From an optimization exercise on the open Yosys and OpenROAD flow, aimed at small area; shortcuts taken in it are not production practice. Function was checked by simulation only, so behaviour that the tests miss may differ from the original. Power is estimated from default activity; no workload was simulated.

== red ==
==> flow/design.v (excerpt) <==
module pe_rram_bs #(
  parameter int ROW   = 36,
  parameter int COL   = 16,
  parameter int XBITS = 4
) (
  input  logic                               i_clk,
  input  logic                               i_rst,
  input  logic [$clog2(ROW)-1:0]             addr_row,
  input  logic [$clog2(COL)-1:0]             addr_col,
  input  logic                               wr_en,
  input  logic                               wr_set,
  input  logic                               wr_rst,
  input  logic                               rd_en,
  output logic                               rd_data,
  output logic                               rd_valid,
  output logic                               cfg_err,
  input  logic [ROW*XBITS-1:0]               xin,
  input  logic                               in_valid,
  output logic                               in_ready,
  output logic [COL*($clog2(ROW+1)+XBITS)-1:0] acc_out,
  output logic                               out_valid,
  input  logic                               out_ready,
  output logic                               busy
);
Size: roughly 820 flip-flops, roughly 330 I/O pins.
==> module pe_rram_bs, before the edit <==
module pe_rram_bs #(
  parameter int ROW   = 36,
  parameter int COL   = 16,
  parameter int XBITS = 4
) (
  input  logic                               i_clk,
  input  logic                               i_rst,
  input  logic [$clog2(ROW)-1:0]             addr_row,
  input  logic [$clog2(COL)-1:0]             addr_col,
  input  logic                               wr_en,
  input  logic                               wr_set,
  input  logic                               wr_rst,
  input  logic                               rd_en,
  output logic                               rd_data,
  output logic                               rd_valid,
  output logic                               cfg_err,
  input  logic [ROW*XBITS-1:0]               xin,
  input  logic                               in_valid,
  output logic                               in_ready,
  output logic [COL*($clog2(ROW+1)+XBITS)-1:0] acc_out,
  output logic                               out_valid,
  input  logic                               out_ready,
  output logic                               busy
);
  localparam int ACC_W = $clog2(ROW + 1) + XBITS;
  localparam int P_W   = (XBITS > 1) ? $clog2(XBITS) : 1;
  localparam int NX    = (XBITS > 1) ? XBITS - 1 : 1;
  localparam bit SH_LO  = (XBITS > 1) && (COL <= ROW);
  localparam bit SH_TOP = SH_LO && (2*COL <= ROW) &&
                          (ROW * ((1 << XBITS) - 2) < (1 << (ACC_W - 1)));
  function automatic logic f_sel(input logic [ROW-1:0] v, input logic [ROW-1:0] h);
    logic [ROW-1:0] t;
    logic g;
    t = v & h;
    f_sel = 1'b0;
    for (int i = 0; i < ROW; i += 3) begin
      g = 1'b0;
      for (int j = i; j < i + 3 && j < ROW; j++) g = g | t[j];
      f_sel = f_sel | g;
    end
  endfunction
  logic                 r_plane;
  logic                 r_done;
  logic [ROW-1:0]       r_cell [COL];
  logic [ROW-1:0]       r_w;             
  logic [ROW-1:0]       r_x [NX];        
  logic [P_W-1:0]       r_p;
  logic [ACC_W-1:0]     r_acc [COL];     
  logic [ACC_W-1:0]     w_acc [COL];     
  logic [ACC_W-1:0]     w_sum [COL];     
  logic [NX-1:0]        w_live;          
  logic [NX-1:0]        w_enter;         
  logic                 r_rd_data;
  logic                 r_rd_valid;
  logic                 r_cfg_err;
  logic                 w_idle;
  logic                 w_accept;
  logic                 w_last;
  logic [ROW-1:0]       w_first;         
  logic [ROW-1:0]       w_rem;
  logic [ROW-1:0]       w_next;          
  logic [ROW-1:0]       w_dec;           
  logic [ROW-1:0]       w_h;             
  logic [ROW-1:0]       w_rs;            
  logic [COL-1:0]       w_cs;            
  logic                 w_wdata;
  logic [COL-1:0]       w_bit;           
  logic [XBITS-1:0]     w_inj;           
  assign w_idle   = !r_plane && !r_done;
  assign in_ready = w_idle && !wr_en && !rd_en;
  assign w_accept = in_valid && in_ready;
  assign busy     = !w_idle;
  assign out_valid = r_done;
  always_comb begin
    logic seen;
    seen = !r_plane;
    for (int r = 0; r < ROW; r++) begin
      w_first[r] = r_w[r] && !seen;
      seen       = seen || r_w[r];
    end
  end
  assign w_rem  = r_w & ~w_first;
  assign w_last = (w_rem == '0);
  always_comb begin
    for (int r = 0; r < ROW; r++) w_dec[r] = (addr_row == r);
  end
  assign w_h     = w_first | (r_plane ? '0 : w_dec);
  assign w_rs    = (wr_en && w_idle && (wr_set ^ wr_rst)) ? w_dec : '0;
  assign w_wdata = wr_set && !i_rst;
  always_comb begin
    for (int c = 0; c < COL; c++) begin
      w_cs[c]  = i_rst || (addr_col == c);
      w_bit[c] = f_sel(r_cell[c], w_h);
    end
  end
  always_comb begin
    for (int k = 0; k < XBITS; k++) w_inj[k] = r_plane && (r_p == k);
  end
  always_ff @(posedge i_clk) begin
    for (int c = 0; c < COL; c++)
      for (int r = 0; r < ROW; r++)
        if ((w_rs[r] || i_rst) && w_cs[c]) r_cell[c][r] <= w_wdata;
  end
  function automatic bit f_shared(input int c, input int k);
    f_shared = (SH_LO && k < NX) || (SH_TOP && k == ACC_W - 1);
  endfunction
  always_comb begin
    for (int c = 0; c < COL; c++)
      for (int k = 0; k < ACC_W; k++)
        if (SH_LO && k < NX)               w_acc[c][k] = r_x[k][c];
        else if (SH_TOP && k == ACC_W - 1) w_acc[c][k] = r_x[0][COL + c];
        else                               w_acc[c][k] = r_acc[c][k];
  end
  always_comb begin
    for (int c = 0; c < COL; c++) begin
      logic cy;
      cy = 1'b0;
      for (int k = 0; k < ACC_W; k++) begin
        logic ci;
        ci   = cy;
        if (k < XBITS) ci = ci || (w_bit[c] && w_inj[k]);
        w_sum[c][k] = w_acc[c][k] ^ ci;
        cy          = w_acc[c][k] && ci;
      end
    end
  end
  always_comb begin
    for (int k = 0; k < NX; k++) begin
      w_live[k]  = r_plane && (r_p <= P_W'(k));
      w_enter[k] = r_plane && w_last && (r_p == P_W'(k + 1));
    end
  end
  always_ff @(posedge i_clk) begin
    for (int c = 0; c < COL; c++)
      for (int k = 0; k < ACC_W; k++)
        if (!f_shared(c, k)) r_acc[c][k] <= w_idle ? 1'b0 : w_sum[c][k];
  end
  always_comb begin
    w_next = r_x[0];
    for (int k = 1; k < NX; k++) if (r_p == P_W'(k + 1)) w_next = r_x[k];
  end
  always_ff @(posedge i_clk) begin
    for (int k = 0; k < NX; k++)
      for (int r = 0; r < ROW; r++) begin
        if (w_idle) r_x[k][r] <= xin[r*XBITS + k];
        else if (SH_LO && r < COL) begin
          if (w_live[k])       r_x[k][r] <= w_sum[r][k];
          else if (w_enter[k]) r_x[k][r] <= 1'b0;
        end else if (SH_TOP && k == 0 && r >= COL && r < 2*COL) begin
          if (w_live[0])       r_x[0][r] <= w_sum[r-COL][ACC_W-1];
          else if (w_enter[0]) r_x[0][r] <= 1'b0;
        end
      end
  end
  always_ff @(posedge i_clk) begin
    if (w_idle) begin
      for (int r = 0; r < ROW; r++) r_w[r] <= xin[r*XBITS + XBITS - 1];
    end else begin
      r_w <= w_last ? w_next : w_rem;
    end
  end
  always_ff @(posedge i_clk) begin
    if (i_rst) begin
      r_plane    <= 1'b0;
      r_done     <= 1'b0;
      r_rd_valid <= 1'b0;
      r_cfg_err  <= 1'b0;
    end else begin
      r_rd_valid <= w_idle && rd_en;
      r_cfg_err  <= !w_idle && (wr_en || rd_en);
      if (w_accept) begin
        r_plane <= 1'b1;
      end else if (r_plane && w_last && (r_p == '0)) begin
        r_plane <= 1'b0;
        r_done  <= 1'b1;
      end else if (r_done && out_ready) begin
        r_done  <= 1'b0;
      end
    end
  end
  always_ff @(posedge i_clk) begin
    if (w_idle) r_p <= P_W'(XBITS - 1);
    else if (r_plane && w_last) r_p <= r_p - P_W'(1);
  end
  always_ff @(posedge i_clk) begin
    r_rd_data <= w_bit[addr_col];
  end
  assign rd_data  = r_rd_data;
  assign rd_valid = r_rd_valid;
  assign cfg_err  = r_cfg_err;
  for (genvar c = 0; c < COL; c++) begin : g_acc
    assign acc_out[c*ACC_W +: ACC_W] = w_acc[c];
  end
endmodule
export LEC_CHECK = 0
export ABC_AREA = 1
export CAP_MARGIN = 20
export CORE_MARGIN = 2
export CORE_UTILIZATION = 40
export SLEW_MARGIN = 20
create_clock -name core_clock -period 10.0 [get_ports {i_clk}]
standard.sh (not shown) runs the stock make flow with config.mk's settings and CLKGATE_MAP_FILE= SYNTH_SCRIPT=/design/flow/synth_recipe.tcl, a recipe that flattens the netlist after the stock synthesis.
==> flow/flow/run.sh <==
#!/bin/bash
# Standard ORFS layout with these changes:
#  - synthesis is the standard flow's own script, except that ABC maps the logic with
#    flow/area.abc (two rounds of choice computation and area-recovering &nf
#    mapping) instead of ORFS's area script. Flops are mapped before ABC runs,
#    so the registers are exactly the standard synthesis's. Yosys's
#    full/half-adder extraction is skipped (ADDER_MAP_FILE empty) so that ABC
#    maps the accumulators' incrementers together with their clear logic;
#  - the port buffers are the smallest buffer cell;
#  - CTS clusters up to 30 sinks per clkbuf_16 and inserts no dummy loads.
# Each tool's output goes to the ORFS logs under orfs/logs; make's own output
# goes to make.log here.
set -euo pipefail
HERE=$(pwd)
{
  head -n 1 synth_recipe.tcl
  echo "trace add variable ::abc_script write {apply {{n1 n2 op} {set ::abc_script $HERE/flow/area.abc}}}"
  tail -n +2 synth_recipe.tcl
} > my_synth.tcl
CTS="-sink_clustering_enable -repair_clock_nets -dont_use_dummy_load"
CTS="$CTS -buf_list sky130_fd_sc_hd__clkbuf_16 -sink_clustering_size 30 -sink_clustering_max_diameter 100"
bash standard.sh finish \
  "SYNTH_SCRIPT=$HERE/my_synth.tcl" \
  "ADDER_MAP_FILE=" \
  "BUFFER_PORTS_ARGS=-buffer_cell sky130_fd_sc_hd__buf_1" \
  "CTS_ARGS=$CTS" > make.log 2>&1
==> flow/flow/area.abc <==
strash
&get -n
&dch -f
&nf -C 32 -R 2000
&put
strash
&get -n
&dch -f
&nf -C 32 -R 2000
&put
topo
Edits applied to the flow inputs when going from red to blue:
--- a/flow/design.v
+++ b/flow/design.v
@@ -43,11 +43,11 @@
   logic                 r_done;
   logic [ROW-1:0]       r_cell [COL];
   logic [ROW-1:0]       r_w;             
   logic [ROW-1:0]       r_x [NX];        
+  logic [ROW-1:0]       w_x [NX];        
   logic [P_W-1:0]       r_p;
   logic [ACC_W-1:0]     r_acc [COL];     
-  logic [ACC_W-1:0]     w_acc [COL];     
   logic [ACC_W-1:0]     w_sum [COL];     
   logic [NX-1:0]        w_live;          
   logic [NX-1:0]        w_enter;         
   logic                 r_rd_data;
@@ -100,17 +100,14 @@
     for (int c = 0; c < COL; c++)
       for (int r = 0; r < ROW; r++)
         if ((w_rs[r] || i_rst) && w_cs[c]) r_cell[c][r] <= w_wdata;
   end
-  function automatic bit f_shared(input int c, input int k);
-    f_shared = (SH_LO && k < NX) || (SH_TOP && k == ACC_W - 1);
-  endfunction
   always_comb begin
-    for (int c = 0; c < COL; c++)
-      for (int k = 0; k < ACC_W; k++)
-        if (SH_LO && k < NX)               w_acc[c][k] = r_x[k][c];
-        else if (SH_TOP && k == ACC_W - 1) w_acc[c][k] = r_x[0][COL + c];
-        else                               w_acc[c][k] = r_acc[c][k];
+    for (int k = 0; k < NX; k++)
+      for (int r = 0; r < ROW; r++)
+        if (SH_LO && r < COL)                              w_x[k][r] = r_acc[r][k];
+        else if (SH_TOP && k == 0 && r >= COL && r < 2*COL) w_x[k][r] = r_acc[r-COL][ACC_W-1];
+        else                                               w_x[k][r] = r_x[k][r];
   end
   always_comb begin
     for (int c = 0; c < COL; c++) begin
       logic cy;
@@ -118,10 +115,10 @@
       for (int k = 0; k < ACC_W; k++) begin
         logic ci;
         ci   = cy;
         if (k < XBITS) ci = ci || (w_bit[c] && w_inj[k]);
-        w_sum[c][k] = w_acc[c][k] ^ ci;
-        cy          = w_acc[c][k] && ci;
+        w_sum[c][k] = r_acc[c][k] ^ ci;
+        cy          = r_acc[c][k] && ci;
       end
     end
   end
   always_comb begin
@@ -132,26 +129,29 @@
   end
   always_ff @(posedge i_clk) begin
     for (int c = 0; c < COL; c++)
       for (int k = 0; k < ACC_W; k++)
-        if (!f_shared(c, k)) r_acc[c][k] <= w_idle ? 1'b0 : w_sum[c][k];
+        if (SH_LO && k < NX) begin
+          if (w_idle)          r_acc[c][k] <= xin[c*XBITS + k];
+          else if (w_live[k])  r_acc[c][k] <= w_sum[c][k];
+          else if (w_enter[k]) r_acc[c][k] <= 1'b0;
+        end else if (SH_TOP && k == ACC_W - 1) begin
+          if (w_idle)          r_acc[c][k] <= xin[(COL + c)*XBITS];
+          else if (w_live[0])  r_acc[c][k] <= w_sum[c][k];
+          else if (w_enter[0]) r_acc[c][k] <= 1'b0;
+        end else begin
+          r_acc[c][k] <= w_idle ? 1'b0 : w_sum[c][k];
+        end
   end
   always_comb begin
-    w_next = r_x[0];
-    for (int k = 1; k < NX; k++) if (r_p == P_W'(k + 1)) w_next = r_x[k];
+    w_next = w_x[0];
+    for (int k = 1; k < NX; k++) if (r_p == P_W'(k + 1)) w_next = w_x[k];
   end
   always_ff @(posedge i_clk) begin
     for (int k = 0; k < NX; k++)
-      for (int r = 0; r < ROW; r++) begin
-        if (w_idle) r_x[k][r] <= xin[r*XBITS + k];
-        else if (SH_LO && r < COL) begin
-          if (w_live[k])       r_x[k][r] <= w_sum[r][k];
-          else if (w_enter[k]) r_x[k][r] <= 1'b0;
-        end else if (SH_TOP && k == 0 && r >= COL && r < 2*COL) begin
-          if (w_live[0])       r_x[0][r] <= w_sum[r-COL][ACC_W-1];
-          else if (w_enter[0]) r_x[0][r] <= 1'b0;
-        end
-      end
+      for (int r = 0; r < ROW; r++)
+        if (!((SH_LO && r < COL) || (SH_TOP && k == 0 && r >= COL && r < 2*COL)))
+          if (w_idle) r_x[k][r] <= xin[r*XBITS + k];
   end
   always_ff @(posedge i_clk) begin
     if (w_idle) begin
       for (int r = 0; r < ROW; r++) r_w[r] <= xin[r*XBITS + XBITS - 1];
@@ -188,7 +188,7 @@
   assign rd_data  = r_rd_data;
   assign rd_valid = r_rd_valid;
   assign cfg_err  = r_cfg_err;
   for (genvar c = 0; c < COL; c++) begin : g_acc
-    assign acc_out[c*ACC_W +: ACC_W] = w_acc[c];
+    assign acc_out[c*ACC_W +: ACC_W] = r_acc[c];
   end
 endmodule
--- outcome ---
In the reports for blue and red, the smaller met2 usage in global routing belongs to blue.
Fmax: blue below red
The proportion of layout cells with a drive suffix above 1 of blue is higher than that of red.
The higher placement-stage cell area came out of red.
Delta (blue minus red): final-layout clock buffer total decreased 1, share of power burned in combinational logic essentially unchanged, share of total power consumed by net switching increased 0.16 points, final critical-path share of the clock period increased 0.44 points.

## static timing again, ports no longer ideal
How much do the figures lean on ideal ports? The routed layouts below were timed once more, with nothing changed but the port constraints.
Step 1: set_driving_cell puts a clkbuf_16 on i_clk and a buf_2 on each other input, an assumption about the parent block.
Step 2 also shifts input and output timing later by t, the mid clock arrival at the registers, as if the neighbouring blocks saw the same clock.
a / b / c = ideal ports / drivers / drivers and shift; a / b = the first two.
run	t (ns)	setup WS [ns]	worst hold slack (ns)	latest minus earliest clock arrival (ns)
red	0.651	1.036 / 1.036 / 1.036	0.483 / 0.483 / 0.483	0.073 / 0.073
blue	0.651	0.992 / 0.992 / 0.992	0.497 / 0.497 / 0.497	0.100 / 0.100
After both steps setup and hold are still met in every run listed.
